Background: an optimization exercise with open tools, aiming at small area. Do not read the settings as production practice. Where RTL was checked, it was by simulation tests only, not by an equivalence proof against the original. The RTL of run 3 was laid out without a check of its function. No activity file was given, so power comes from the tool's default toggle rates.

### config.mk
export PLATFORM = sky130hd
export DESIGN_NAME = dmem_subword
export DESIGN_NICKNAME = dmem_subword
export VERILOG_FILES = /design/flow/design.v
export SDC_FILE = /design/flow/constraint.sdc
export NUM_CORES = 4
export LEC_CHECK = 0
export CAP_MARGIN = 20
export CORE_MARGIN = 2
export CORE_UTILIZATION = 40
export SETUP_SLACK_MARGIN = 0.5
export SLEW_MARGIN = 20
### constraint.sdc
create_clock -name core_clock -period 6.5 [get_ports {clk}]
set_input_delay 1.3000 -clock core_clock [delete_from_list [all_inputs] [get_ports {clk}]]
set_output_delay 1.3000 -clock core_clock [all_outputs]
set_load 0.01 [all_outputs]
### design.v
package mips_mem_pkg;
    typedef enum logic [1:0] {
        MW_NONE = 2'b00,
        MW_SW   = 2'b01,
        MW_SH   = 2'b10,
        MW_SB   = 2'b11
    } memwrite_t;
    typedef enum logic [1:0] {
        LS_WORD = 2'b00,
        LS_HALF = 2'b01,
        LS_BYTE = 2'b10
    } loadsize_t;
    localparam int unsigned STORE_CNT_W = 16;
endpackage
module dmem_lane_steer (
    input  logic [1:0]  memwrite,
    input  logic [1:0]  a_lo,
    input  logic [31:0] wd,
    output logic [3:0]  byte_en,
    output logic [31:0] wdata_steered,
    output logic        aligned
);
    always_comb begin
        byte_en       = '0;
        wdata_steered = wd;
        aligned       = 1'b1;
        case (memwrite)
            mips_mem_pkg::MW_SW: begin
                aligned = (a_lo == 2'b00);
                byte_en = aligned ? 4'b1111 : 4'b0000;
            end
            mips_mem_pkg::MW_SH: begin
                wdata_steered = {2{wd[15:0]}};
                aligned       = ~a_lo[0];
                if (aligned) byte_en = a_lo[1] ? 4'b1100 : 4'b0011;
            end
            mips_mem_pkg::MW_SB: begin
                wdata_steered = {4{wd[7:0]}};
                byte_en       = 4'b0001 << a_lo;
            end
            default: begin
                byte_en = '0;
            end
        endcase
    end
endmodule
module dmem_subword #(
    parameter int unsigned DEPTH  = 64,
    parameter int unsigned ADDR_W = 6
) (
    input  logic                   clk,
    input  logic                   reset,
    input  logic [31:0]            a,
    input  logic [31:0]            wd,
    input  logic [1:0]             memwrite,
    input  logic [1:0]             loadsize,
    input  logic                   loadsigned,
    output logic [31:0]            rd,
    output logic                   misaligned,
    output logic [31:0]            err_addr,
    output logic [mips_mem_pkg::STORE_CNT_W-1:0] store_cnt
);
    logic [31:0]       mem_q [DEPTH];
    logic [ADDR_W-1:0] widx;
    logic [3:0]        byte_en;
    logic [31:0]       wdata;
    logic              aligned;
    logic              commit;
    logic              bad_store;
    logic              misaligned_q;
    logic [31:0]       err_addr_q;
    logic              unused_a_hi;
    assign widx        = a[ADDR_W+1:2];
    assign unused_a_hi = ^a[31:ADDR_W+2];
    dmem_lane_steer u_steer (
        .memwrite      (memwrite),
        .a_lo          (a[1:0]),
        .wd            (wd),
        .byte_en       (byte_en),
        .wdata_steered (wdata),
        .aligned       (aligned)
    );
    assign commit    = ~reset & (|byte_en);
    assign bad_store = ~reset & (memwrite != mips_mem_pkg::MW_NONE) & ~aligned;
    always_ff @(posedge clk) begin
        if (commit) begin
            for (int unsigned k = 0; k < 4; k++) begin
                if (byte_en[k]) mem_q[widx][8*k +: 8] <= wdata[8*k +: 8];
            end
        end
    end
    always_ff @(posedge clk) begin
        if (reset) begin
            misaligned_q <= 1'b0;
            err_addr_q   <= '0;
        end else if (bad_store && !misaligned_q) begin
            misaligned_q <= 1'b1;
            err_addr_q   <= a;
        end
    end
    assign misaligned = misaligned_q;
    assign err_addr   = err_addr_q;
    logic [mips_mem_pkg::STORE_CNT_W-1:0] store_cnt_q;
    always_ff @(posedge clk) begin
        if (reset) begin
            store_cnt_q <= '0;
        end else if (commit && store_cnt_q != '1) begin
            store_cnt_q <= store_cnt_q + mips_mem_pkg::STORE_CNT_W'(1);
        end
    end
    assign store_cnt = store_cnt_q;
    logic [31:0] word;
    logic [15:0] half;
    logic [7:0]  byte_v;
    always_comb begin
        word   = mem_q[widx];
        half   = a[1] ? word[31:16] : word[15:0];
        byte_v = word[7:0];
        case (a[1:0])
            2'b01:   byte_v = word[15:8];
            2'b10:   byte_v = word[23:16];
            2'b11:   byte_v = word[31:24];
            default: byte_v = word[7:0];
        endcase
        case (loadsize)
            mips_mem_pkg::LS_HALF: rd = {{16{loadsigned & half[15]}}, half};
            mips_mem_pkg::LS_BYTE: rd = {{24{loadsigned & byte_v[7]}}, byte_v};
            default: rd = word;
        endcase
    end
endmodule
### run.sh
#!/bin/bash
# synth_recipe.tcl (not shown) runs the flow's synth.tcl, then flattens the netlist and writes it again
# the make line also repeats each setting of config.mk as NAME=value (left out here)
make -C /OpenROAD-flow-scripts/flow DESIGN_CONFIG=/design/flow/config.mk WORK_HOME=/design/flow/orfs CLKGATE_MAP_FILE= SYNTH_SCRIPT=/design/flow/synth_recipe.tcl finish
==> results of run 1 <==
[worst min path at each step]
stage / to / depth (start not counted) / start / slack (ns)
CTS: err_addr_q[23] / 2 / err_addr_q[23] / 0.45
global route: err_addr_q[21] / 2 / err_addr_q[21] / 0.48
global placement: err_addr_q[21] / 2 / err_addr_q[21] / 0.44
floorplan: err_addr_q[0] / 2 / err_addr_q[0] / 0.48
detailed placement: err_addr_q[23] / 2 / err_addr_q[23] / 0.45
finish: err_addr_q[1] / 2 / err_addr_q[1] / 0.45
[per-stage QoR]
| stage | instances | hold slack (ns) | total power, mW |
|---|---|---|---|
| floorplan | 4745 | 0.481 | 16.2 |
| global placement | 7602 | 0.442 | 17.3 |
| detailed placement | 7602 | 0.446 | 17.3 |
| CTS | 8015 | 0.454 | 28.7 |
| global route | 8034 | 0.480 | 29.3 |
| finish | 8041 | 0.452 | 28.7 |
[flip-flops by register name (all words and copies together) (netlist names)]
signal,count
mem_q,2048
err_addr_q,32
store_cnt_q,16
misaligned_q,1
[cells in the final DEF, fill, tap and decap left out, types with 122 or more instances in the layout]
master / instances
edfxtp_1: 2048
a22oi_1: 348
buf_4: 343
nor2_1: 339
nand2_1: 268
clkbuf_16: 206
mux2i_1: 155
clkdlybuf4s50_1: 124
a221oi_1: 123
mux2_2: 122
[logic make-up after synthesis]
logic type | after synthesis
muxes | 377
xor gates and xnor gates | 13
buffers and inverters | 352
AOI/OAI and AO/OA | 1074
adders and majority gates | 7
DFF | 2097
and+or+nand+nor | 825
[routing by layer]
metal  global-route usage [%]  wire (µm)  vias to the layer above
met5                        0         73                        -
met2                     40.1     127000                     3864
met1                     35.8     104000                    26296
met3                     7.85      36300                      822
li1                         -          -                    20258
met4                     17.9      21800                       10
[what timing repair did]
item,CTS,global route
setup endpoints to repair,32,31
cloned,11,3
setup buffers,31,11
resized for setup,68,55
pin swaps,8,13
[power breakdown]
group	internal [mW]	switching [mW]	leakage [nW]	total, mW
clock	6.28	5.21	3.11	11.5
sequential	15.0	0.0106	18.4	15.0
combinational	0.733	1.52	8.71	2.25
total	22.0	6.74	30.2	28.7
[final cells by class]
type | count | area (µm²)
well taps | 2672 | 3340
diodes | 8 | 20.0
multi-input cells | 2297 | 17700
repair buffers | 579 | 5950
clock buffers | 249 | 5250
inverters | 17 | 85.1
flip-flops and latches | 2097 | 62500
fillers | 16802 | 106000
clock inverters | 122 | 1130
[worst max-delay path: cells and delay by family]
kind | cells | cell delay (ns)
buf+inv | 6 | 1.37
compound gates | 4 | 1.09
simple gates | 4 | 0.92
==> qor.csv, run 1 <==
stage;metric;value;unit
cells_and_area;synthesis-to-finish area growth;18.1;%
synth;Synth Area in Adders;0.108;%
timing;final setup vio count;0;
cells_and_area;Total Nets Final;5271;
synth;Mapped Nets;4823;
detailed_routing;post-route DRC violation count;0;
placement;buffers added on ports;151;
critical_path;RR Endpoint;store_cnt_q[13];
synth;post-synthesis xor/xnor area fraction;0.140;%
detailed_routing;post-DR wirelength/cell;36.0;µm
timing;skew final;0.0129;ns
critical_path;Worst path max stage delay;0.43;ns
synth;largest family of logic cells by synthesized area;compound AO/OA/AOI/OAI gates;
timing;period utilisation layout;93.3;%
synth;number of synthesized register bits;2097;
critical_path;r2r startpoint;store_cnt_q[8];
synth;synth warn;2;
detailed_routing;1st-iter DRT viols;8924;
synth;number of synthesized flops with an enable pin;2048;
timing;fin. max-slew vios;0;
timing;worst setup margin;0.435;ns
synth;Post-Synth Simple-Gate Area;4.51;%
global_routing;antenna violations before repair;11;
critical_path;Worst Path Required;5.20;ns
critical_path;Setup CP Type;in -> out;
synth;Post-synth ARST share;0;%
critical_path;CP endpoint;rd[1];
detailed_routing;Avg Vias per Cell;6.37;
clocking;Worst-path clk slew;0.06;ns
critical_path;Reg2Reg Depth;8;
timing;Period minus WS final;6.07;ns
detailed_routing;DR pass1 iterations;9;
clocking;Clock Sinks;2097;
timing;RSZ-0062 raised after global routing;yes;
clocking;CTS Buf Count;201;
power_and_ir_drop;worst vdd ir;0.330;mV
clocking;CTS H-tree lvls;4;
die;die width;455;µm
critical_path;WP data arrival;4.77;ns
placement;placer congestion estimate;0.969;
synth;Synth top area share;75.7;%
cells_and_area;Finished Core Util;47.5;%
synth;post-synthesis sequential area ratio;76.9;%
clocking;latest clock arrival within the worst-skew pair;0.85;ns
synth;Synth area leaders;edfxtp_1 76%, a22oi_1 3.2%, mux4_2 2.5%;
clocking;Hold-fix buffers, CTS;0;
detailed_routing;ANT nets after route;0;
timing;TNS Setup;0;ns
synth;count of different cell masters after synthesis;85;
cells_and_area;layout cell share with drive strength beyond 1;19.8;%
die;die area;207000;µm²
placement;placed inst area;88300;µm²
flow_run;Max Cap Violations;0;
timing;Hold Vio Cnt, Final;0;
detailed_routing;Post-Route WL;289000;µm
die;# IOs;152;
synth;post-synthesis mux area share;6.22;%
die;core area;202000;µm²
critical_path;CP Launch Type;input pin;
critical_path;Max FO, Critical Path;30;
cells_and_area;Final Cell Area;96000;µm²
timing;Max-slew headroom;18.0;%
worst_hold_path;hold crit path type;reg -> reg;
synth;Synth area leader;edfxtp_1;
synth;cell with the most instances after synthesis;edfxtp_1;
critical_path;crit-path cells;buf_16, buf_12, nor2b_4, buf_4, a221oi_1, nor2_1, o21ai_0, nor4b_1, buf_4, o2111ai_2, buf_4, a2bb2oi_1, or3_4, dlygate4sd2_1;
run_status;outcome;complete, no violations;
detailed_routing;DR vias;51250;
die;initial core utilization;40.2;%
synth;Mapped Area;81300;µm²
global_routing;vias in the first global route;48044;
clocking;CTS tree;done;
placement;DP Worst Slack;-0.144;ns
die;Site Rows;165;
power_and_ir_drop;Pwr Density;299;nW/µm²
global_routing;total gr overflow;0;
placement;post-DP HPWL;186000;µm
critical_path;r2r setup slk;4.03;ns
timing;worst-margin pin slew;1.23;ns
synth;Avg Cell Area, Syn;17.1;µm²
power_and_ir_drop;Static Leakage;30.2;nW
global_routing;largest net degree at the start of global routing;67;
synth;top cells by count, synth;2048 x edfxtp_1, 348 x a22oi_1, 347 x nor2_1, 279 x nand2_1, 159 x mux2i_1;
critical_path;CP most frequent cell;buf_4;
critical_path;Critical-path top delay cell;or3_4;
synth;Syn Inst Count;4745;
critical_path;Worst Setup End Kind;primary output;
synth;main flop type after synthesis;edfxtp_1;
global_routing;first-pass GRT wire length;394000;µm
critical_path;Crit. Startpoint;a[3];
global_routing;GRT Util Overall;27.4;%
timing;Max Clock Freq;165;MHz
synth;Synth Area in Compound Gates;10.0;%
clocking;Clock Tree Root;clkbuf_16;
clocking;Clock Tree Buf Depth;3;
die;die height;455;µm
==> run 2: changes to the inputs <==
--- a/design.v
+++ b/design.v
@@ -44,6 +44,45 @@
         endcase
     end
 endmodule
+module dmem_word_dec (
+    input  logic [5:0]  idx,
+    output logic [63:0] sel,
+    output logic [63:0] sel_n
+);
+    always_comb begin
+        for (int unsigned i = 0; i < 64; i++) begin
+            sel[i]   = (idx == 6'(i));
+            sel_n[i] = ~(idx == 6'(i));
+        end
+    end
+endmodule
+module dmem_rd_aoi3 (
+    input  logic [2:0]  s,
+    input  logic [31:0] d0,
+    input  logic [31:0] d1,
+    input  logic [31:0] d2,
+    output logic [31:0] y_n
+);
+    assign y_n = ~(({32{s[0]}} & d0) | ({32{s[1]}} & d1) | ({32{s[2]}} & d2));
+endmodule
+module dmem_rd_nand1 (
+    input  logic        s,
+    input  logic [31:0] d,
+    output logic [31:0] y_n
+);
+    assign y_n = ~({32{s}} & d);
+endmodule
+module dmem_rd_or (
+    input  logic [22*32-1:0] y_n,
+    output logic [31:0]      word
+);
+    always_comb begin
+        for (int unsigned j = 0; j < 32; j++) begin
+            word[j] = 1'b0;
+            for (int unsigned t = 0; t < 22; t++) word[j] = word[j] | ~y_n[32*t + j];
+        end
+    end
+endmodule
 module dmem_subword #(
     parameter int unsigned DEPTH  = 64,
     parameter int unsigned ADDR_W = 6
@@ -61,17 +100,21 @@
     output logic [mips_mem_pkg::STORE_CNT_W-1:0] store_cnt
 );
     logic [31:0]       mem_q [DEPTH];
-    logic [ADDR_W-1:0] widx;
+    logic [DEPTH-1:0]  sel;
+    logic [DEPTH-1:0]  sel_n;
     logic [3:0]        byte_en;
+    logic [3:0]        lane_we_n;
     logic [31:0]       wdata;
     logic              aligned;
     logic              commit;
     logic              bad_store;
     logic              misaligned_q;
     logic [31:0]       err_addr_q;
-    logic              unused_a_hi;
-    assign widx        = a[ADDR_W+1:2];
-    assign unused_a_hi = ^a[31:ADDR_W+2];
+    dmem_word_dec u_dec (
+        .idx   (a[ADDR_W+1:2]),
+        .sel   (sel),
+        .sel_n (sel_n)
+    );
     dmem_lane_steer u_steer (
         .memwrite      (memwrite),
         .a_lo          (a[1:0]),
@@ -82,10 +125,11 @@
     );
     assign commit    = ~reset & (|byte_en);
     assign bad_store = ~reset & (memwrite != mips_mem_pkg::MW_NONE) & ~aligned;
+    assign lane_we_n = ~(byte_en & {4{~reset}});
     always_ff @(posedge clk) begin
-        if (commit) begin
+        for (int unsigned i = 0; i < DEPTH; i++) begin
             for (int unsigned k = 0; k < 4; k++) begin
-                if (byte_en[k]) mem_q[widx][8*k +: 8] <= wdata[8*k +: 8];
+                if (!(sel_n[i] | lane_we_n[k])) mem_q[i][8*k +: 8] <= wdata[8*k +: 8];
             end
         end
     end
@@ -109,13 +153,30 @@
         end
     end
     assign store_cnt = store_cnt_q;
-    logic [31:0] word;
+    logic [22*32-1:0] rd_terms_n;
+    logic [31:0]      word;
+    for (genvar g = 0; g < 21; g++) begin : g_rd
+        dmem_rd_aoi3 u_aoi (
+            .s   (sel[3*g +: 3]),
+            .d0  (mem_q[3*g]),
+            .d1  (mem_q[3*g+1]),
+            .d2  (mem_q[3*g+2]),
+            .y_n (rd_terms_n[32*g +: 32])
+        );
+    end
+    dmem_rd_nand1 u_rd_last (
+        .s   (sel[63]),
+        .d   (mem_q[63]),
+        .y_n (rd_terms_n[32*21 +: 32])
+    );
+    dmem_rd_or u_rd_or (
+        .y_n  (rd_terms_n),
+        .word (word)
+    );
     logic [15:0] half;
     logic [7:0]  byte_v;
     always_comb begin
-        word   = mem_q[widx];
         half   = a[1] ? word[31:16] : word[15:0];
-        byte_v = word[7:0];
         case (a[1:0])
             2'b01:   byte_v = word[15:8];
             2'b10:   byte_v = word[23:16];
--- a/config.mk
+++ b/config.mk
@@ -10,3 +10,4 @@
 export CORE_UTILIZATION = 40
 export SETUP_SLACK_MARGIN = 0.5
 export SLEW_MARGIN = 20
+export SYNTH_HIERARCHICAL = 1
==> run 2 against run 1 <==
Critical endpoint is now rd[8]. Highest routed layer unchanged. Routed wire length shrank 25%. Critical path type unchanged. Setup slack got worse by 0.33 ns. Global-route usage decreased by 5.9 points. Sequential share of layout area grew 3.2 points.
==> qor.csv, run 2 <==
stage;metric;value;unit;change
run_status;outcome;complete, no violations;;unchanged
cells_and_area;final cell count without fillers;7413;;was 8041
detailed_routing;post-route DRC violation count;0;;unchanged
cells_and_area;synthesis-to-finish area growth;18.7;%;was 18.1%
timing;hold slack;0.452;ns;about the same
synth;Avg Cell Area, Syn;18.9;µm²;was 17.1 µm²
clocking;Worst-path clk slew;0.06;ns;about the same
timing;fin. max-slew vios;0;;unchanged
detailed_routing;ANT nets after route;0;;unchanged
detailed_routing;1st-iter DRT viols;7048;;was 8924
synth;top cells by count, synth;2048 x edfxtp_1, 672 x a222oi_1, 329 x nor2_1, 197 x nand2_1, 164 x nand4_1;;was 2048 x edfxtp_1, 348 x a22oi_1, 347 x nor2_1, 279 x nand2_1, 159 x mux2i_1
cells_and_area;Largest Register;mem_q;;unchanged
synth;Mapped Nets;4164;;was 4823
global_routing;first-pass GRT wire length;311000;µm;was 394000 µm
cells_and_area;Final Cell Area;91500;µm²;was 96000 µm²
timing;RSZ-0062 raised after global routing;yes;;unchanged
flow_run;Max Cap Violations;0;;unchanged
clocking;Clock Tree Buf Depth;3;;unchanged
global_routing;largest net degree at the start of global routing;68;;was 67
die;core area;192000;µm²;was 202000 µm²
synth;number of synthesized register bits;2097;;unchanged
synth;number of synthesized flops with an enable pin;2048;;unchanged
cells_and_area;Largest register FFs;2048;;unchanged
die;Site Rows;161;;was 165
synth;count of different cell masters after synthesis;70;;was 85
timing;Hold Vio Cnt, Final;0;;unchanged
detailed_routing;DR vias;44882;;was 51250
detailed_routing;Post-Route WL;217000;µm;was 289000 µm
placement;dpl cells;6970;;was 7602
placement;placed inst area;83800;µm²;was 88300 µm²
critical_path;Worst path max stage delay;0.62;ns;was 0.43 ns
timing;Period minus WS final;6.39;ns;was 6.07 ns
die;die width;443;µm;was 455 µm
critical_path;Max FO, Critical Path;7;;was 30
power_and_ir_drop;Clk pwr share;40.8;%;was 40.0%
synth;Syn Inst Count;4084;;was 4745
clocking;Clock Sinks;2097;;unchanged
die;die height;443;µm;was 455 µm
worst_hold_path;hold crit path type;reg -> reg;;unchanged
die;initial core utilization;40.2;%;about the same
critical_path;WP data arrival;5.09;ns;was 4.77 ns
critical_path;CP top delay family;simple AND/OR/NAND/NOR gates;;was buffers and inverters
cells_and_area;most frequent cells in the layout;2048 x edfxtp_1, 672 x a222oi_1, 477 x buf_4, 264 x nor2_1, 204 x clkbuf_16;;was 2048 x edfxtp_1, 348 x a22oi_1, 343 x buf_4, 339 x nor2_1, 268 x nand2_1
detailed_routing;post-DR wirelength/cell;29.3;µm;was 36.0 µm
power_and_ir_drop;Net Sw Frac;21.6;%;was 23.4%
placement;DP Worst Slack;-0.816;ns;was -0.144 ns
clocking;CTS Buf Count;203;;was 201
critical_path;Setup CP Type;in -> out;;unchanged
critical_path;Critical-path top delay cell;mux4_2;;was or3_4
synth;post-synthesis sequential area ratio;81.0;%;was 76.9%
detailed_routing;DR pass1 iterations;9;;unchanged
cells_and_area;Total Nets Final;4793;;was 5271
power_and_ir_drop;Pwr Density;306;nW/µm²;was 299 nW/µm²
critical_path;Worst Setup End Kind;primary output;;unchanged
timing;worst-margin pin slew;1.14;ns;was 1.23 ns
clocking;CTS tree;done;;unchanged
clocking;Hold-fix buffers, CTS;0;;unchanged
global_routing;total gr overflow;0;;unchanged
global_routing;vias in the first global route;44422;;was 48044
clocking;CTS H-tree lvls;4;;unchanged
power_and_ir_drop;Combinational Power Share;5.6;%;was 7.8%
critical_path;Worst Path Required;5.20;ns;about the same
timing;worst setup margin;0.109;ns;was 0.435 ns
global_routing;GRT Util Overall;21.6;%;was 27.4%
timing;final setup vio count;0;;unchanged
timing;Max-slew headroom;23.4;%;was 18.0%
synth;main flop type after synthesis;edfxtp_1;;unchanged
placement;placer congestion estimate;0.900;;was 0.969
critical_path;crit-path cells;buf_6, buf_12, buf_12, or4b_4, nor2_4, buf_4, buf_4, a222oi_1, nand4_1, nor4_4, buf_4, nand4_1, mux4_2, nand2_4, nor2_4, buf_12, a221o_1, buf_2;;was buf_16, buf_12, nor2b_4, buf_4, a221oi_1, nor2_1, o21ai_0, nor4b_1, buf_4, o2111ai_2, buf_4, a2bb2oi_1, or3_4, dlygate4sd2_1
die;# IOs;152;;unchanged
cells_and_area;most common cell after layout, fill and taps aside;edfxtp_1;;unchanged
synth;Post-synth ARST share;0;%;unchanged
placement;post-DP HPWL;150000;µm;was 186000 µm
timing;skew final;0.0215;ns;was 0.0129 ns
critical_path;CP Buf/Inv Count;8;;was 6
power_and_ir_drop;Sequential Power Share;53.6;%;was 52.2%
clocking;latest clock arrival within the worst-skew pair;0.83;ns;was 0.85 ns
power_and_ir_drop;internal power;21.9;mW;was 22.0 mW
placement;buffers added on ports;151;;unchanged
power_and_ir_drop;Switch Pwr;6.06;mW;was 6.74 mW
cells_and_area;Ant. Diodes;0;;was 8
timing;Max Clock Freq;156;MHz;was 165 MHz
cells_and_area;Largest regs;mem_q: 2048 flops, err_addr_q: 32 flops, store_cnt_q: 16 flops;;unchanged
synth;Synth area leaders;edfxtp_1 80%, a222oi_1 8.7%, buf_6 2.0%;;was edfxtp_1 76%, a22oi_1 3.2%, mux4_2 2.5%
timing;period utilisation layout;98.3;%;was 93.3%
synth;Mapped Area;77100;µm²;was 81300 µm²
synth;synth warn;12;;was 2
detailed_routing;Avg Vias per Cell;6.05;;was 6.37
power_and_ir_drop;Static Leakage;28.3;nW;was 30.2 nW
critical_path;CP Launch Type;input pin;;unchanged
global_routing;antenna violations before repair;3;;was 11
synth;Synth area leader;edfxtp_1;;unchanged
die;die area;196000;µm²;was 207000 µm²
synth;cell with the most instances after synthesis;edfxtp_1;;unchanged
power_and_ir_drop;worst vdd ir;0.218;mV;was 0.330 mV
synth;Synth top area share;79.8;%;was 75.7%
cells_and_area;layout cell share with drive strength beyond 1;21.6;%;was 19.8%
clocking;Clock Tree Root;clkbuf_16;;unchanged
==> run 2: cell count changes in the layout (fill, tap and decap cells not counted), sizes merged, moves of 54 or more <==
| cell | previous run | this run |
|---|---|---|
| a31oi | 55 | 0 |
| a22o | 75 | 17 |
| mux4 | 90 | 1 |
| nand2 | 279 | 198 |
| nand4 | 27 | 166 |
| mux2i | 159 | 3 |
| o22ai | 54 | 0 |
| a22oi | 348 | 1 |
| a221oi | 132 | 0 |
| a222oi | 28 | 672 |
| mux2 | 128 | 6 |
| buf | 429 | 586 |
==> run 2: worst paths after layout <==
check | startpoint | endpoint | slack, ns | cells past startpoint
hold / removal | err_addr_q[31] | err_addr_q[31] | 0.45 | 2
setup / recovery | a[4] | rd[8] | 0.11 | 18
setup reg to reg | store_cnt_q[0] | store_cnt_q[13] | 4.23 | 5
hold reg to reg | err_addr_q[31] | err_addr_q[31] | 0.45 | 2
==> run 2: worst reg2reg max path, stage by stage, from the launching register on <==
cell,delay [ns]
dfxtp_1,0.39
ha_1,0.27
nand4_2,0.16
nor4_4,0.86
nor4_1,0.16
mux2_1,0.35
==> run 2: per-layer routing <==
layer	part of all wire, %	up-vias	wire length (µm)	track usage [%]
met5	0.0060	-	13	0
met3	8.4	326	18200	3.75
met2	50	2251	108000	36.6
met4	3.0	2	6460	6.77
met1	39	23191	84800	28.3
li1	-	19112	-	-
==> run 2: power groups by stage <==
stage	clock, mW	combinational [mW]	sequential [mW]
4_1_cts	11.6	1.51	15.0
3_3_place_gp	0	1.43	15.3
5_1_grt	12.1	1.64	15.0
2_1_floorplan	0	0.551	15.3
6_report	11.4	1.56	15.0
3_5_place_dp	0	1.45	15.3
==> run 2: cell type report <==
type,instances,area (µm²)
multi-input cells,1694,13300
fillers,15949,100000
well taps,2526,3160
inverters,9,33.8
clock buffers,260,5330
repair buffers,708,6160
clock inverters,119,1090
flip-flops and latches,2097,62500
==> run 2: modules after synthesis, one instance, submodules excluded <==
module | flip-flops and latches | cells inside
dmem_subword | 2097 | 2681
dmem_rd_or | 0 | 224
dmem_word_dec | 0 | 194
dmem_lane_steer | 0 | 89
dmem_rd_aoi3 | 0 | 41
dmem_rd_nand1 | 0 | 35
==> run 2: timing repair <==
item / in CTS / in global routing
gates resized for setup: 202 / 106
setup endpoints to repair: 32 / 32
buffers inserted: 38 / 22
pin swaps: 60 / 59
gates cloned: 3 / 1
==> run 2: per-stage QoR <==
stage | utilization [%] | power (mW) | TNS [ns]
global placement | 43.7 | 16.7 | -20.98
floorplan | - | 15.9 | 0
CTS | 47.4 | 28.1 | 0
finish | 47.7 | 28.0 | 0
global route | 47.7 | 28.7 | 0
detailed placement | 43.7 | 16.7 | -19.55
==> run 2: kinds of logic (layout without fill, tap and decap cells) <==
family                   Yosys count  after routing  share of synthesized area (%)
AO/OA/AOI/OAI                    826            827                           10.1
buffers and inverters            294           1096                           2.95
flip-flops                      2097           2097                           81.0
multiplexers                      10             10                          0.156
adder cells (fa/ha/maj)            9              9                          0.146
AND/OR/NAND/NOR                  848            848                           5.58
==> run 3: changes to the inputs <==
--- a/design.v
+++ b/design.v
@@ -44,6 +44,32 @@
         endcase
     end
 endmodule
+module dmem_wmux8 (
+    input  logic [7:0] q,
+    input  logic [7:0] d,
+    input  logic       we,
+    input  logic       we_n,
+    output logic [7:0] y
+);
+    assign y = (q & {8{we_n}}) | (d & {8{we}});
+endmodule
+module dmem_we_gen (
+    input  logic [63:0]  sel,
+    input  logic [63:0]  sel_n,
+    input  logic [3:0]   lane,
+    input  logic [3:0]   lane_n,
+    output logic [255:0] we,
+    output logic [255:0] we_n
+);
+    always_comb begin
+        for (int unsigned i = 0; i < 64; i++) begin
+            for (int unsigned k = 0; k < 4; k++) begin
+                we[4*i+k]   = ~(sel_n[i] | lane_n[k]);
+                we_n[4*i+k] = ~(sel[i] & lane[k]);
+            end
+        end
+    end
+endmodule
 module dmem_word_dec (
     input  logic [5:0]  idx,
     output logic [63:0] sel,
@@ -99,7 +125,11 @@
     output logic [31:0]            err_addr,
     output logic [mips_mem_pkg::STORE_CNT_W-1:0] store_cnt
 );
-    logic [31:0]       mem_q [DEPTH];
+    logic [DEPTH-1:0][31:0] mem_q;
+    logic [DEPTH-1:0][31:0] mem_d;
+    logic [4*DEPTH-1:0]     we;
+    logic [4*DEPTH-1:0]     we_n;
+    logic [3:0]             lane_we;
     logic [DEPTH-1:0]  sel;
     logic [DEPTH-1:0]  sel_n;
     logic [3:0]        byte_en;
@@ -125,13 +155,29 @@
     );
     assign commit    = ~reset & (|byte_en);
     assign bad_store = ~reset & (memwrite != mips_mem_pkg::MW_NONE) & ~aligned;
-    assign lane_we_n = ~(byte_en & {4{~reset}});
+    assign lane_we   = byte_en & {4{~reset}};
+    assign lane_we_n = ~lane_we;
+    dmem_we_gen u_we (
+        .sel    (sel),
+        .sel_n  (sel_n),
+        .lane   (lane_we),
+        .lane_n (lane_we_n),
+        .we     (we),
+        .we_n   (we_n)
+    );
+    for (genvar i = 0; i < DEPTH; i++) begin : g_word
+        for (genvar k = 0; k < 4; k++) begin : g_lane
+            dmem_wmux8 u_wmux (
+                .q    (mem_q[i][8*k +: 8]),
+                .d    (wdata[8*k +: 8]),
+                .we   (we[4*i+k]),
+                .we_n (we_n[4*i+k]),
+                .y    (mem_d[i][8*k +: 8])
+            );
+        end
+    end
     always_ff @(posedge clk) begin
-        for (int unsigned i = 0; i < DEPTH; i++) begin
-            for (int unsigned k = 0; k < 4; k++) begin
-                if (!(sel_n[i] | lane_we_n[k])) mem_q[i][8*k +: 8] <= wdata[8*k +: 8];
-            end
-        end
+        mem_q <= mem_d;
     end
     always_ff @(posedge clk) begin
         if (reset) begin
--- a/config.mk
+++ b/config.mk
@@ -7,7 +7,8 @@
 export LEC_CHECK = 0
 export CAP_MARGIN = 20
 export CORE_MARGIN = 2
-export CORE_UTILIZATION = 40
-export SETUP_SLACK_MARGIN = 0.5
+export CORE_UTILIZATION = 60
+export CTS_BUF_LIST = sky130_fd_sc_hd__clkbuf_8
+export PLACE_DENSITY = 0.7
 export SLEW_MARGIN = 20
 export SYNTH_HIERARCHICAL = 1
==> run 3 against run 2 <==
Now fails the layout checks on setup timing. Total power is 4.1% lower. Routed wire length increased by 30%. Global-route usage grew 17 points. First-iteration DRC count rose by 69%. Via count increased by 50%. Sequential power is 9% lower. Synthesized area rose by 5.9%. Final cell count grew 25%. Utilization up 18 points. Combinational power up 13%. Largest cell class unchanged.
==> qor.csv, run 3 <==
stage;metric;value;unit;change
clocking;CTS tree;done;;unchanged
cells_and_area;area of the multi-input gates;31800;µm²;was 13300 µm²
timing;worst setup margin;-0.0922;ns;was 0.109 ns
detailed_routing;DR vias;67192;;was 44882
clocking;CTS Buf Count;337;;was 203
synth;Mapped Area;81600;µm²;was 77100 µm²
cells_and_area;most frequent cells in the layout;2097 x dfxtp_1, 2048 x a22o_1, 672 x a222oi_1, 569 x buf_4, 452 x nand2_1;;was 2048 x edfxtp_1, 672 x a222oi_1, 477 x buf_4, 264 x nor2_1, 204 x clkbuf_16
detailed_routing;Post-Route WL;283000;µm;was 217000 µm
critical_path;Max FO, Critical Path;13;;was 7
synth;number of synthesized flops with an enable pin;0;;was 2048
cells_and_area;Seq. cell area;42000;µm²;was 62500 µm²
cells_and_area;Largest Register;mem_q;;unchanged
cells_and_area;Largest regs;mem_q: 2048 flops, err_addr_q: 32 flops, store_cnt_q: 16 flops;;unchanged
run_status;layout check faults;setup timing;;
timing;hold slack;0.452;ns;about the same
synth;Avg Cell Area, Syn;11.8;µm²;was 18.9 µm²
synth;Mapped Nets;7018;;was 4164
synth;Synth top area share;51.4;%;was 79.8%
cells_and_area;Largest register FFs;2048;;unchanged
die;die area;139000;µm²;was 196000 µm²
global_routing;total gr overflow;0;;unchanged
placement;dpl cells;8642;;was 6970
power_and_ir_drop;worst vdd ir;0.256;mV;was 0.218 mV
worst_hold_path;min-delay src;err_addr_q[18];;was err_addr_q[31]
clocking;Hold-fix buffers, CTS;0;;unchanged
global_routing;vias in the first global route;63614;;was 44422
critical_path;CP most frequent cell;buf_4;;
die;Site Rows;135;;was 161
detailed_routing;Avg Vias per Cell;7.27;;was 6.05
detailed_routing;DR pass1 iterations;15;;was 9
cells_and_area;most common cell after layout, fill and taps aside;dfxtp_1;;was edfxtp_1
synth;Post-Synth Simple-Gate Area;6.43;%;was 5.58%
clocking;Clock Tree Root;clkbuf_8;;was clkbuf_16
flow_run;Max Cap Violations;0;;unchanged
timing;worst-margin pin slew;1.17;ns;was 1.14 ns
critical_path;RR Endpoint;store_cnt_q[10];;was store_cnt_q[13]
placement;placed inst area;82500;µm²;was 83800 µm²
power_and_ir_drop;Pwr Density;300;nW/µm²;was 306 nW/µm²
synth;post-synthesis mux area share;0.0812;%;was 0.156%
timing;period utilisation layout;101;%;was 98.3%
power_and_ir_drop;Static Leakage;34.3;nW;was 28.3 nW
cells_and_area;Fillers;10402;;was 15949
global_routing;first-pass GRT wire length;415000;µm;was 311000 µm
cells_and_area;layout cell share with drive strength beyond 1;17.1;%;was 21.6%
placement;buffers added on ports;151;;unchanged
synth;Synth area leader;dfxtp_1;;was edfxtp_1
global_routing;antenna violations before repair;8;;was 3
synth;Synth Area in Compound Gates;31.5;%;was 10.1%
synth;main flop type after synthesis;dfxtp_1;;was edfxtp_1
critical_path;CP Launch Type;input pin;;unchanged
timing;Max-slew headroom;21.8;%;was 23.4%
detailed_routing;post-DR wirelength/cell;30.6;µm;was 29.3 µm
die;initial core utilization;60.3;%;was 40.2%
critical_path;Reg2Reg Depth;5;;unchanged
run_status;outcome;failed layout checks;;was complete, no violations
timing;Hold Vio Cnt, Final;0;;unchanged
worst_hold_path;worst hold path cell count;2;;unchanged
cells_and_area;synthesis-to-finish area growth;9.61;%;was 18.7%
critical_path;Critical-path top delay cell;nor2_2;;was mux4_2
critical_path;Worst Path Required;5.20;ns;about the same
timing;final setup vio count;24;;was 0
clocking;Clock Sinks;2097;;unchanged
synth;number of synthesized register bits;2097;;unchanged
synth;Syn Inst Count;6938;;was 4084
critical_path;WP data arrival;5.29;ns;was 5.09 ns
synth;post-synthesis sequential area ratio;51.4;%;was 81.0%
placement;post-DP HPWL;190000;µm;was 150000 µm
cells_and_area;final cell count without fillers;9241;;was 7413
detailed_routing;ANT nets after route;0;;unchanged
synth;Post-synth ARST share;0;%;unchanged
worst_hold_path;hold endpoint;err_addr_q[18];;was err_addr_q[31]
critical_path;Worst path max stage delay;0.77;ns;was 0.62 ns
die;# IOs;152;;unchanged
synth;synth warn;11;;was 12
critical_path;r2r setup slk;4.14;ns;was 4.23 ns
timing;TNS Setup;-0.797;ns;was 0 ns
clocking;Clock Tree Buf Depth;4;;was 3
critical_path;Worst Setup End Kind;primary output;;unchanged
critical_path;crit-path cells;dlygate4sd2_1, buf_12, nand4_1, buf_4, buf_4, nor2_2, buf_4, buf_4, nand2_1, nand4_1, nor4_1, buf_4, nand4_1, buf_4, o2bb2ai_1, clkdlybuf4s50_1;;was buf_6, buf_12, buf_12, or4b_4, nor2_4, buf_4, buf_4, a222oi_1, nand4_1, nor4_4, buf_4, nand4_1, mux4_2, nand2_4, nor2_4, buf_12, a221o_1, buf_2
clocking;Worst-path clk slew;0.06;ns;about the same
timing;Period minus WS final;6.59;ns;was 6.39 ns
critical_path;Setup CP Type;in -> out;;unchanged
synth;largest family of logic cells by synthesized area;compound AO/OA/AOI/OAI gates;;unchanged
cells_and_area;Final Cell Area;89500;µm²;was 91500 µm²
critical_path;Crit. Startpoint;a[7];;was a[4]
synth;cell with the most instances after synthesis;dfxtp_1;;was edfxtp_1
global_routing;largest net degree at the start of global routing;68;;unchanged
detailed_routing;post-route DRC violation count;0;;unchanged
synth;Synth area leaders;dfxtp_1 51%, a22o_1 22%, buf_6 9.4%;;was edfxtp_1 80%, a222oi_1 8.7%, buf_6 2.0%
worst_hold_path;hold crit path type;reg -> reg;;unchanged
detailed_routing;1st-iter DRT viols;11876;;was 7048
die;die height;373;µm;was 443 µm
timing;skew final;0.0171;ns;was 0.0215 ns
die;die width;373;µm;was 443 µm
clocking;latest clock arrival within the worst-skew pair;1.03;ns;was 0.83 ns
synth;count of different cell masters after synthesis;59;;was 70
timing;fin. max-slew vios;0;;unchanged
synth;Synth Area in Adders;0.138;%;was 0.146%
critical_path;r2r startpoint;store_cnt_q[0];;unchanged
synth;post-synthesis xor/xnor area fraction;0;%;unchanged
global_routing;GRT Util Overall;38.8;%;was 21.6%
timing;Max Clock Freq;152;MHz;was 156 MHz
die;core area;135000;µm²;was 192000 µm²
cells_and_area;Total Nets Final;7298;;was 4793
clocking;CTS H-tree lvls;5;;was 4
synth;top cells by count, synth;2097 x dfxtp_1, 2056 x a22o_1, 681 x buf_6, 672 x a222oi_1, 457 x nand2_1;;was 2048 x edfxtp_1, 672 x a222oi_1, 329 x nor2_1, 197 x nand2_1, 164 x nand4_1
placement;placer congestion estimate;0.987;;was 0.900
-- run 3: worst max path at each step --
stage               endpoint  slack (ns)
global placement       rd[8]       -1.08
floorplan             rd[21]        1.14
detailed placement    rd[21]       -1.12
finish                 rd[0]       -0.09
global route           rd[0]      -0.002
CTS                   rd[16]     0.00009
-- run 3: layout make-up --
cell class	count	share of cell area [%]
antenna	9	0.0252
clock buffer	427	6.57
clock inverter	145	0.952
inverter	13	0.0545
multi-input combinational	4003	35.6
sequential	2097	46.9
tap	1781	2.49
timing repair buffer	766	7.41
-- run 3: through the flow --
stage          util [%]  total power [mW]  setup slack (ns)
3_5_place_dp       61.0              15.6             -1.12
3_3_place_gp       61.0              15.6             -1.08
6_report           66.1              26.9           -0.0922
4_1_cts            66.1              26.9         0.0000857
5_1_grt            66.1              27.6          -0.00170
2_1_floorplan         -              14.8              1.14
-- run 3: power by group --
group	total (mW)	leakage, nW	internal, mW	switching, mW
Sequential	13.7	17.0	13.4	0.326
Clock	11.4	3.85	6.23	5.16
Combinational	1.76	13.5	0.707	1.05
Total	26.9	34.3	20.3	6.54
-- run 3: worst max-delay path, delay by kind of cell --
family | cells | cell delay, ns
AOI/OAI and AO/OA | 1 | 0.12
buffers and inverters | 9 | 2.03
and+or+nand+nor | 6 | 1.80
-- run 3: what timing repair did --
action,4_1_cts,5_1_grt
cloned,2,1
setup buffers,11,5
setup endpoints to repair,32,29
resized for setup,120,28
pin swaps,13,19
-- run 3: routing by layer --
layer | share of wire [%] | global-route usage [%]
met5 | 0.016 | 0
met4 | 6.0 | 22.0
met2 | 41 | 54.8
met3 | 13 | 10.4
met1 | 40 | 53.5
-- run 3: cell families after synthesis --
family,after synthesis
compound gates,2878
flops,2097
simple gates,1111
buf+inv,838
fa+ha+maj,9
mux,5
-- run 3: per-module statistics from Yosys, one instance, submodules excluded --
module | area (µm²) | copies in the design | cells
dmem_rd_or | 1480 | 1 | 224
dmem_lane_steer | 674 | 1 | 89
dmem_rd_nand1 | 154 | 1 | 35
dmem_word_dec | 1030 | 1 | 194
dmem_rd_aoi3 | 403 | 21 | 41
dmem_subword | 43700 | 1 | 2407
dmem_we_gen | 2470 | 1 | 568
dmem_wmux8 | 92.6 | 256 | 10

==> port drivers added, routing unchanged <==
How much do the figures lean on ideal ports? The routed layouts below were timed once more, with nothing changed but the port constraints. Step 1, drivers: a clkbuf_16 drives clk and a buf_2 each remaining input, both assumed. Step 2 moves the port delays by t, midway between the first and last clock arrival at a register: inputs arrive t later, outputs are due t later. That takes back most of the time a late clock gives input paths. Three values: no drivers, after step 1, after step 2; two values: the first two.
run | t, ns | slack for setup (ns) | hold slack, ns
run 1 | 0.937 | 0.435 / 0.179 / 0.179 | 0.452 / 0.452 / 0.452
run 2 | 0.897 | 0.109 / 0.066 / 0.066 | 0.452 / 0.452 / 0.452
run 3 | 1.095 | -0.092 / -0.120 / -0.120 | 0.452 / 0.452 / 0.452
The setup slack of run 1, which loses most, moves by -0.256 ns with the drivers and by -0.256 ns with both steps.
